Background: an optimization exercise with open tools, aiming at small area and a short achievable clock period. Do not read the settings as production practice. The RTL was checked by simulation tests, not by an equivalence proof against the original design. Power figures rest on the tool's default switching activity, not on a simulated workload.

==> run a <==
Design pipelined_functional_unit, start of the top module:
module pipelined_functional_unit #(
  parameter int WIDTH = 32,
  parameter int LAT   = 3
) (
  input  logic             CLK,
  input  logic             RST_N,
  input  logic [WIDTH-1:0] A,
  input  logic [WIDTH-1:0] B,
  input  logic [WIDTH-1:0] C,
  input  logic [4:0]       INST,
  input  logic             CI,
  input  logic             IN_VALID,
  output logic             IN_READY,
  output logic             OUT_VALID,
  input  logic             OUT_READY,
  output logic [WIDTH-1:0] Z,
  output logic [3:0]       FLAGS
);
Settings: LEC_CHECK=0, ABC_CLOCK_PERIOD_IN_PS=4000, CAP_MARGIN=20, CORE_MARGIN=2, CORE_UTILIZATION=40, SETUP_SLACK_MARGIN=5, SLEW_MARGIN=20; clock period 10.0 ns.
run.sh (not shown) runs the stock make flow with config.mk's settings and CLKGATE_MAP_FILE= SYNTH_SCRIPT=/design/flow/synth_recipe.tcl, a recipe that flattens the netlist after the stock synthesis.
==> inputs of run b, as changes to run a <==
- ABC_CLOCK_PERIOD_IN_PS: 4000 -> unset
- SETUP_SLACK_MARGIN: 5 -> unset
==> summary of the runs <==
Synthesized cell count is the same in run b and run a.
Clock power: run a is higher than run b (about 2%).
Of run b and run a, run a has the higher first-iteration DRC count (gap about 7%, measured against run a).
In die area, run b and run a do not differ.
Between run a and run b, the lower final cell count is in run b (gap about 2.3%, measured against run b).
Between run a and run b, the lower worst hold slack is in run a (gap 0.022 ns).
Against run a, the non-clock buffer count of run b is lower by 97.
In area after synthesis, run a and run b do not differ.
Of run a and run b, run b has the higher critical path depth (gap 15).
In run b the clock skew is lower than in run a, by 0.0045 ns.
==> figures <==
                                                                         run b                             run a
Result of the run                             no timing/DRC/antenna violations  no timing/DRC/antenna violations
Met1 track utilization from global routing                               0.378                             0.380
Power consumed by the clock network                                 0.000924 W                        0.000939 W
Cell with the largest stage delay on the worst path  sky130_fd_sc_hd__clkinv_1  sky130_fd_sc_hd__clkdlybuf4s50_1
Combinational cell power                                             0.00959 W                         0.00979 W
Endpoint of the worst hold path                                 r2_g$_DFFE_PN_                  r2_rsh$_DFFE_PN_
Largest net degree at the start of global routing                          128                               152
Total CTS buffers                                                           25                                26
Met3 wire len                                                          8420 µm                          11400 µm
Worst setup margin                                                     3.78 ns                           5.09 ns
Via total after detailed routing                                         26900                             27600
Via density per instance                                                  6.07                              6.10
Flop-to-flop setup slack                                               3.78 ns                           5.10 ns
Post-Route Utilization                                                   0.442                             0.463
Routed WL per cell                                                     23.1 µm                           24.0 µm
Endpoint of the most critical setup path                    r2_y[31]$_DFFE_PN_                          IN_READY
Detailed Route Iter0 Violations                                           3543                              3827
GR Util met3                                                            0.0351                            0.0420
Max rail drop VDD                                                   0.000406 V                        0.000525 V
Worst reg2reg path startpoint                               r1_mb[7]$_DFFE_PN_               r1_mb[21]$_DFFE_PN_
Tcrit/Tclk final                                                         0.622                             0.491
CP endpoint kind                                                          flop                       output port

==> onyx: inputs <==
Another version of the RTL of pipelined_functional_unit (not shown whole).
==> flow/config.mk <==
export PLATFORM = sky130hd
export DESIGN_NAME = pipelined_functional_unit
export DESIGN_NICKNAME = pipelined_functional_unit
export VERILOG_FILES = /design/flow/design.v
export SDC_FILE = /design/flow/constraint.sdc
export NUM_CORES = 4
export LEC_CHECK = 0
export ABC_AREA = 1
export CAP_MARGIN = 20
export CORE_MARGIN = 2
export CORE_UTILIZATION = 40
export CTS_BUF_LIST = sky130_fd_sc_hd__clkbuf_4 sky130_fd_sc_hd__clkbuf_8
export SETUP_SLACK_MARGIN = 5
export SLEW_MARGIN = 20
export SYNTH_HIERARCHICAL = 1
==> flow/constraint.sdc <==
create_clock -name core_clock -period 10.0 [get_ports {CLK}]
set_input_delay 2.0000 -clock core_clock [delete_from_list [all_inputs] [get_ports {CLK}]]
set_output_delay 2.0000 -clock core_clock [all_outputs]
set_load 0.01 [all_outputs]
standard.sh (not shown) runs the stock make flow with config.mk's settings and CLKGATE_MAP_FILE= SYNTH_SCRIPT=/design/flow/synth_recipe.tcl, a recipe that flattens the netlist after the stock synthesis.
==> flow/flow/run.sh <==
#!/bin/bash
# The standard layout (standard.sh: ORFS from synthesis to finish) with two changes:
#  - the final ABC technology mapping in synthesis uses flow/abc.script (an area-oriented
#    script) instead of ORFS's abc_area.script; everything else in synth_recipe.tcl is kept;
#  - the input and output port buffers use the smallest buffer cell;
#  - clock tree synthesis clusters more sinks per buffer and inserts no dummy loads;
#  - timing repair aims for 5.4 ns of setup slack instead of 5 (the clock stays at 10 ns).
set -euo pipefail
W=$PWD
sed "1a proc abc {args} { set i [lsearch \$args -script]; if {\$i >= 0} {lset args [expr {\$i + 1}] $W/flow/abc.script}; yosys abc {*}\$args }" synth_recipe.tcl > my_synth.tcl
sed "s#SYNTH_SCRIPT=[^ ]*#SYNTH_SCRIPT=$W/my_synth.tcl#" standard.sh > my_standard.sh
sed -i "s#SETUP_SLACK_MARGIN=[^ ]*#SETUP_SLACK_MARGIN=5.4#" my_standard.sh
grep -q "SYNTH_SCRIPT=$W/my_synth.tcl" my_standard.sh
grep -q "SETUP_SLACK_MARGIN=5.4" my_standard.sh
export BUFFER_PORTS_ARGS="-buffer_cell sky130_fd_sc_hd__buf_1"
export CTS_ARGS="-sink_clustering_enable -repair_clock_nets -sink_clustering_size 14 -sink_clustering_max_diameter 80 -buf_list {sky130_fd_sc_hd__clkbuf_4 sky130_fd_sc_hd__clkbuf_8} -dont_use_dummy_load"
bash my_standard.sh > standard.log 2>&1
==> flow/flow/abc.script <==
strash
dch -f
amap
topo
stime -c
upsize -c
dnsize -c
==> inputs of lagoon, as changes to onyx <==
--- a/flow/design.v
+++ b/flow/design.v
@@ -982,32 +982,16 @@
   logic bg40;
   logic bp40;
   logic bg41;
   logic bp41;
   logic bg42;
   logic bp42;
   logic bg43;
   logic bp43;
-  assign r1_ntwo[0] = ~(r1_none[0] & (r1_neg[0] ^ 1'b0));
-  assign r1_ntwo[1] = ~(r1_none[1] & (r1_neg[1] ^ r1_neg[0]));
-  assign r1_ntwo[2] = ~(r1_none[2] & (r1_neg[2] ^ r1_neg[1]));
-  assign r1_ntwo[3] = ~(r1_none[3] & (r1_neg[3] ^ r1_neg[2]));
-  assign r1_ntwo[4] = ~(r1_none[4] & (r1_neg[4] ^ r1_neg[3]));
-  assign r1_ntwo[5] = ~(r1_none[5] & (r1_neg[5] ^ r1_neg[4]));
-  assign r1_ntwo[6] = ~(r1_none[6] & (r1_neg[6] ^ r1_neg[5]));
-  assign r1_ntwo[7] = ~(r1_none[7] & (r1_neg[7] ^ r1_neg[6]));
-  assign r1_ntwo[8] = ~(r1_none[8] & (r1_neg[8] ^ r1_neg[7]));
-  assign r1_ntwo[9] = ~(r1_none[9] & (r1_neg[9] ^ r1_neg[8]));
-  assign r1_ntwo[10] = ~(r1_none[10] & (r1_neg[10] ^ r1_neg[9]));
-  assign r1_ntwo[11] = ~(r1_none[11] & (r1_neg[11] ^ r1_neg[10]));
-  assign r1_ntwo[12] = ~(r1_none[12] & (r1_neg[12] ^ r1_neg[11]));
-  assign r1_ntwo[13] = ~(r1_none[13] & (r1_neg[13] ^ r1_neg[12]));
-  assign r1_ntwo[14] = ~(r1_none[14] & (r1_neg[14] ^ r1_neg[13]));
-  assign r1_ntwo[15] = ~(r1_none[15] & (r1_neg[15] ^ r1_neg[14]));
   assign p1 = ~(r1_none[0] | r1_nma[0]) ^ r1_neg[0];
   assign p2 = ~((r1_none[0] | r1_nma[1]) & (r1_ntwo[0] | r1_nma[0])) ^ r1_neg[0];
   assign p3 = ~((r1_none[0] | r1_nma[2]) & (r1_ntwo[0] | r1_nma[1])) ^ r1_neg[0];
   assign p4 = ~((r1_none[0] | r1_nma[3]) & (r1_ntwo[0] | r1_nma[2])) ^ r1_neg[0];
   assign p5 = ~((r1_none[0] | r1_nma[4]) & (r1_ntwo[0] | r1_nma[3])) ^ r1_neg[0];
   assign p6 = ~((r1_none[0] | r1_nma[5]) & (r1_ntwo[0] | r1_nma[4])) ^ r1_neg[0];
   assign p7 = ~((r1_none[0] | r1_nma[6]) & (r1_ntwo[0] | r1_nma[5])) ^ r1_neg[0];
   assign p8 = ~((r1_none[0] | r1_nma[7]) & (r1_ntwo[0] | r1_nma[6])) ^ r1_neg[0];
@@ -1407,23 +1391,23 @@
   pfu_fa u_s531 (.a(c388), .b(c390), .c(c392), .s(s531), .co(c532));
   pfu_fa u_s533 (.a(s287), .b(s395), .c(s397), .s(s533), .co(c534));
   pfu_fa u_s535 (.a(c394), .b(s399), .c(s401), .s(s535), .co(c536));
   pfu_fa u_s537 (.a(c396), .b(c398), .c(s293), .s(s537), .co(c538));
   pfu_fa u_s539 (.a(s403), .b(s405), .c(c400), .s(s539), .co(c540));
   pfu_fa u_s541 (.a(s407), .b(c402), .c(s409), .s(s541), .co(c542));
   pfu_fa u_s543 (.a(c404), .b(c406), .c(s301), .s(s543), .co(c544));
   pfu_fa u_s545 (.a(s411), .b(s413), .c(c408), .s(s545), .co(c546));
-  pfu_fa u_s547 (.a(s415), .b(c410), .c(s417), .s(s547), .co(c548));
+  pfu_fa u_s547 (.a(c410), .b(s415), .c(s417), .s(s547), .co(c548));
   pfu_fa u_s549 (.a(c412), .b(c414), .c(s309), .s(s549), .co(c550));
   pfu_fa u_s551 (.a(s419), .b(c416), .c(s421), .s(s551), .co(c552));
-  pfu_fa u_s553 (.a(s423), .b(c418), .c(s425), .s(s553), .co(c554));
+  pfu_fa u_s553 (.a(c418), .b(s423), .c(s425), .s(s553), .co(c554));
   pfu_fa u_s555 (.a(c420), .b(s319), .c(s427), .s(s555), .co(c556));
   pfu_fa u_s557 (.a(c422), .b(c424), .c(s429), .s(s557), .co(c558));
-  pfu_fa u_s559 (.a(s431), .b(c426), .c(s433), .s(s559), .co(c560));
+  pfu_fa u_s559 (.a(c426), .b(s431), .c(s433), .s(s559), .co(c560));
   pfu_ha u_s561 (.a(r1_cc[4]), .b(r1_neg[2]), .s(s561), .co(c562));
   pfu_ha u_s563 (.a(r1_cc[5]), .b(p36), .s(s563), .co(c564));
   pfu_fa u_s565 (.a(r1_cc[6]), .b(r1_neg[3]), .c(p37), .s(s565), .co(c566));
   pfu_ha u_s567 (.a(p65), .b(p7), .s(s567), .co(c568));
   pfu_fa u_s569 (.a(r1_cc[7]), .b(p38), .c(p66), .s(s569), .co(c570));
   pfu_ha u_s571 (.a(p8), .b(p92), .s(s571), .co(c572));
   pfu_fa u_s573 (.a(s435), .b(p117), .c(p39), .s(s573), .co(c574));
   pfu_fa u_s575 (.a(p67), .b(p9), .c(p93), .s(s575), .co(c576));
@@ -1443,30 +1427,30 @@
   pfu_fa u_s603 (.a(s465), .b(s467), .c(s469), .s(s603), .co(c604));
   pfu_fa u_s605 (.a(c466), .b(c468), .c(s471), .s(s605), .co(c606));
   pfu_fa u_s607 (.a(s473), .b(c470), .c(s475), .s(s607), .co(c608));
   pfu_fa u_s609 (.a(c472), .b(c474), .c(s477), .s(s609), .co(c610));
   pfu_fa u_s611 (.a(s479), .b(c476), .c(s481), .s(s611), .co(c612));
   pfu_fa u_s613 (.a(c478), .b(s483), .c(c480), .s(s613), .co(c614));
   pfu_fa u_s615 (.a(s485), .b(c482), .c(s487), .s(s615), .co(c616));
   pfu_fa u_s617 (.a(c484), .b(s489), .c(c486), .s(s617), .co(c618));
-  pfu_fa u_s619 (.a(s491), .b(c488), .c(s493), .s(s619), .co(c620));
+  pfu_fa u_s619 (.a(c488), .b(s491), .c(s493), .s(s619), .co(c620));
   pfu_fa u_s621 (.a(c490), .b(c492), .c(s495), .s(s621), .co(c622));
-  pfu_fa u_s623 (.a(s497), .b(c494), .c(s499), .s(s623), .co(c624));
+  pfu_fa u_s623 (.a(c494), .b(s497), .c(s499), .s(s623), .co(c624));
   pfu_fa u_s625 (.a(c496), .b(c498), .c(s501), .s(s625), .co(c626));
-  pfu_fa u_s627 (.a(s503), .b(c500), .c(s505), .s(s627), .co(c628));
-  pfu_fa u_s629 (.a(c502), .b(c504), .c(s507), .s(s629), .co(c630));
-  pfu_fa u_s631 (.a(c506), .b(s509), .c(s511), .s(s631), .co(c632));
-  pfu_fa u_s633 (.a(c508), .b(s513), .c(c510), .s(s633), .co(c634));
-  pfu_fa u_s635 (.a(c512), .b(s515), .c(s517), .s(s635), .co(c636));
-  pfu_fa u_s637 (.a(c514), .b(s519), .c(c516), .s(s637), .co(c638));
-  pfu_fa u_s639 (.a(c518), .b(s521), .c(s523), .s(s639), .co(c640));
-  pfu_fa u_s641 (.a(c520), .b(s525), .c(c522), .s(s641), .co(c642));
+  pfu_fa u_s627 (.a(c500), .b(s503), .c(s505), .s(s627), .co(c628));
+  pfu_fa u_s629 (.a(c502), .b(c504), .c(c506), .s(s629), .co(c630));
+  pfu_fa u_s631 (.a(s507), .b(s509), .c(s511), .s(s631), .co(c632));
+  pfu_fa u_s633 (.a(c508), .b(c510), .c(c512), .s(s633), .co(c634));
+  pfu_fa u_s635 (.a(s513), .b(s515), .c(s517), .s(s635), .co(c636));
+  pfu_fa u_s637 (.a(c514), .b(c516), .c(c518), .s(s637), .co(c638));
+  pfu_fa u_s639 (.a(s519), .b(s521), .c(s523), .s(s639), .co(c640));
+  pfu_fa u_s641 (.a(c520), .b(c522), .c(s525), .s(s641), .co(c642));
   pfu_fa u_s643 (.a(s527), .b(c524), .c(s529), .s(s643), .co(c644));
-  pfu_fa u_s645 (.a(c526), .b(s531), .c(c528), .s(s645), .co(c646));
+  pfu_fa u_s645 (.a(c526), .b(c528), .c(s531), .s(s645), .co(c646));
   pfu_fa u_s647 (.a(s533), .b(c530), .c(s535), .s(s647), .co(c648));
   pfu_fa u_s649 (.a(c532), .b(c534), .c(s537), .s(s649), .co(c650));
   pfu_fa u_s651 (.a(s539), .b(c536), .c(s541), .s(s651), .co(c652));
   pfu_fa u_s653 (.a(c538), .b(s543), .c(c540), .s(s653), .co(c654));
   pfu_fa u_s655 (.a(s545), .b(c542), .c(s547), .s(s655), .co(c656));
   pfu_fa u_s657 (.a(c544), .b(s549), .c(c546), .s(s657), .co(c658));
   pfu_fa u_s659 (.a(s551), .b(c548), .c(s553), .s(s659), .co(c660));
   pfu_fa u_s661 (.a(c550), .b(s555), .c(c552), .s(s661), .co(c662));
@@ -1478,28 +1462,28 @@
   pfu_fa u_s673 (.a(c562), .b(p6), .c(p64), .s(s673), .co(c674));
   pfu_fa u_s675 (.a(p91), .b(c564), .c(s567), .s(s675), .co(c676));
   pfu_fa u_s677 (.a(c568), .b(s571), .c(c566), .s(s677), .co(c678));
   pfu_fa u_s679 (.a(c572), .b(c570), .c(s573), .s(s679), .co(c680));
   pfu_fa u_s681 (.a(c574), .b(c576), .c(s577), .s(s681), .co(c682));
   pfu_fa u_s683 (.a(c578), .b(s581), .c(c580), .s(s683), .co(c684));
   pfu_fa u_s685 (.a(c582), .b(s585), .c(c584), .s(s685), .co(c686));
   pfu_fa u_s687 (.a(c586), .b(s589), .c(c588), .s(s687), .co(c688));
-  pfu_fa u_s689 (.a(c590), .b(s593), .c(c592), .s(s689), .co(c690));
-  pfu_fa u_s691 (.a(c594), .b(s597), .c(c596), .s(s691), .co(c692));
-  pfu_fa u_s693 (.a(c598), .b(s601), .c(c600), .s(s693), .co(c694));
+  pfu_fa u_s689 (.a(c590), .b(c592), .c(s593), .s(s689), .co(c690));
+  pfu_fa u_s691 (.a(c594), .b(c596), .c(s597), .s(s691), .co(c692));
+  pfu_fa u_s693 (.a(c598), .b(c600), .c(s601), .s(s693), .co(c694));
   pfu_fa u_s695 (.a(c602), .b(s605), .c(c604), .s(s695), .co(c696));
   pfu_fa u_s697 (.a(c606), .b(s609), .c(c608), .s(s697), .co(c698));
   pfu_fa u_s699 (.a(c610), .b(s613), .c(c612), .s(s699), .co(c700));
   pfu_fa u_s701 (.a(c614), .b(s617), .c(c616), .s(s701), .co(c702));
   pfu_fa u_s703 (.a(c618), .b(s621), .c(c620), .s(s703), .co(c704));
   pfu_fa u_s705 (.a(c622), .b(s625), .c(c624), .s(s705), .co(c706));
-  pfu_fa u_s707 (.a(c626), .b(c628), .c(s629), .s(s707), .co(c708));
-  pfu_fa u_s709 (.a(c630), .b(c632), .c(s633), .s(s709), .co(c710));
-  pfu_fa u_s711 (.a(c634), .b(c636), .c(s637), .s(s711), .co(c712));
+  pfu_fa u_s707 (.a(c626), .b(s629), .c(c628), .s(s707), .co(c708));
+  pfu_fa u_s709 (.a(c630), .b(s633), .c(c632), .s(s709), .co(c710));
+  pfu_fa u_s711 (.a(c634), .b(s637), .c(c636), .s(s711), .co(c712));
   pfu_fa u_s713 (.a(c638), .b(s641), .c(c640), .s(s713), .co(c714));
   pfu_fa u_s715 (.a(c642), .b(s645), .c(c644), .s(s715), .co(c716));
   pfu_fa u_s717 (.a(c646), .b(s649), .c(c648), .s(s717), .co(c718));
   pfu_fa u_s719 (.a(c650), .b(s653), .c(c652), .s(s719), .co(c720));
   pfu_fa u_s721 (.a(c654), .b(s657), .c(c656), .s(s721), .co(c722));
   pfu_fa u_s723 (.a(c658), .b(s661), .c(c660), .s(s723), .co(c724));
   pfu_ha u_s725 (.a(r1_neg[0]), .b(s665), .s(s725), .co(c726));
   pfu_fa u_s727 (.a(r1_cc[1]), .b(c666), .c(p2), .s(s727), .co(c728));
@@ -1549,27 +1533,27 @@
   pfu_x2 u_s801 (.a(c318), .b(c320), .y(s801));
   pfu_x2 u_s802 (.a(c428), .b(s795), .y(s802));
   pfu_x2 u_s803 (.a(s796), .b(s797), .y(s803));
   pfu_x2 u_s804 (.a(s798), .b(s799), .y(s804));
   pfu_x2 u_s805 (.a(s800), .b(s801), .y(s805));
   pfu_x2 u_s806 (.a(s802), .b(s803), .y(s806));
   pfu_x2 u_s807 (.a(s804), .b(c430), .y(s807));
   pfu_x2 u_s808 (.a(c432), .b(s805), .y(s808));
-  pfu_x2 u_s809 (.a(s806), .b(c434), .y(s809));
-  pfu_x2 u_s810 (.a(c556), .b(s807), .y(s810));
+  pfu_x2 u_s809 (.a(c434), .b(c556), .y(s809));
+  pfu_x2 u_s810 (.a(s806), .b(s807), .y(s810));
   pfu_x2 u_s811 (.a(s808), .b(s809), .y(s811));
   pfu_x2 u_s812 (.a(s810), .b(c558), .y(s812));
   pfu_x2 u_s813 (.a(s811), .b(c560), .y(s813));
   pfu_x2 u_s814 (.a(s812), .b(c662), .y(s814));
   pfu_x2 u_s815 (.a(s813), .b(s814), .y(s815));
   pfu_x2 u_s816 (.a(c664), .b(s815), .y(s816));
   pfu_x2 u_s817 (.a(s816), .b(c724), .y(s817));
   pfu_x2 u_s818 (.a(s817), .b(c786), .y(s818));
-  pfu_ha u_s819 (.a(s725), .b(p1), .s(s819), .co(c820));
+  pfu_ha u_s819 (.a(p1), .b(s725), .s(s819), .co(c820));
   pfu_fa u_s821 (.a(c726), .b(s727), .c(c820), .s(s821), .co(c822));
   pfu_fa u_s823 (.a(c728), .b(s729), .c(c822), .s(s823), .co(c824));
   pfu_fa u_s825 (.a(c730), .b(s731), .c(c824), .s(s825), .co(c826));
   pfu_fa u_s827 (.a(c732), .b(s733), .c(c826), .s(s827), .co(c828));
   pfu_fa u_s829 (.a(c734), .b(s735), .c(c828), .s(s829), .co(c830));
   pfu_fa u_s831 (.a(c736), .b(s737), .c(c830), .s(s831), .co(c832));
   assign w_ci = c832;
   assign w_x[0] = s819;
@@ -1756,16 +1740,17 @@
     if (!RST_N) r_valid <= '0;
     else if (!w_stall) r_valid <= {r_valid[1:0], IN_VALID};
   end
   always_ff @(posedge CLK) begin
     if (!w_stall) begin
       r1_nma  <= ~w_ma;
       r1_cc   <= w_cc;
       r1_none <= ~w_one;
+      r1_ntwo <= ~w_two;
       r1_neg  <= w_neg;
       r1_cin  <= (w_add && w_op[0] && CI) || w_sub;
       r1_arith <= w_arith;
       r1_rsh  <= w_rsh;
       r2_x    <= w_x;
       r2_y    <= w_y;
       r2_ci   <= w_ci;
       r2_g    <= r1_arith && !r1_nma[31] && r1_cc[31];
==> results.cfg <==
[placed_design]
placed_cell_area_sq_um = 20800

[run_status]
outcome = no timing/DRC/antenna violations

[logic_synthesis]
synth-adder-area-share_pct = 29.2
yosys.cell_types.count = 53

[timing]
holdWs_ns = 0.500

[global_routing]
antenna_found_initial = 0
met3_usage_pct = 7.59

[die]
dieArea_sq_um = 49500

[route]
routed_wl_microns = 74400

[power]
internal_power_mw = 4.16
# the run above: onyx

==> results.cfg <==
[power]
p_seq_mw = 1.95
internal_power_mw = 4.06

[timing]
holdWs_ns = 0.419

[global_routing]
antenna_found_initial = 2
met3_usage_pct = 4.51

[logic_synthesis]
synth-adder-area-share_pct = 28.8

[route]
routed_wl_microns = 73800

[clock_tree]
cts_buffer_depth = 3

[run_status]
outcome = no timing/DRC/antenna violations

[placed_design]
placed_cell_area_sq_um = 21000
# the run above: lagoon

-- port drivers added, routing unchanged --
Ports are ideal in the flow. The routed layouts listed here were re-timed in OpenROAD. Step 1 (the two cells are an assumption about what drives the block):
set clk [get_ports {CLK}]
set_driving_cell -lib_cell sky130_fd_sc_hd__clkbuf_16 $clk
set_driving_cell -lib_cell sky130_fd_sc_hd__buf_2 [delete_from_list [all_inputs] $clk]
Step 2 also shifts input and output timing later by t, the mid clock arrival at the registers, as if the neighbouring blocks saw the same clock. Slacks: no drivers / after step 1 / after step 2; pairs: no drivers / after step 1.
run	shift t [ns]	setup WS [ns]	slew at the worst register clock pin (ns)	cell pins on the clock port's net
run a	0.610	5.085 / 5.059 / 4.596	0.06 / 0.06	1
run b	0.615	3.782 / 3.782 / 3.782	0.07 / 0.07	1
onyx	0.585	5.453 / 5.437 / 4.927	0.11 / 0.11	1
lagoon	0.628	5.417 / 5.395 / 4.898	0.10 / 0.10	1
After both steps every run listed still meets setup and hold. The setup slack of onyx, which loses most, moves by -0.016 ns with the drivers and by -0.526 ns with both steps.
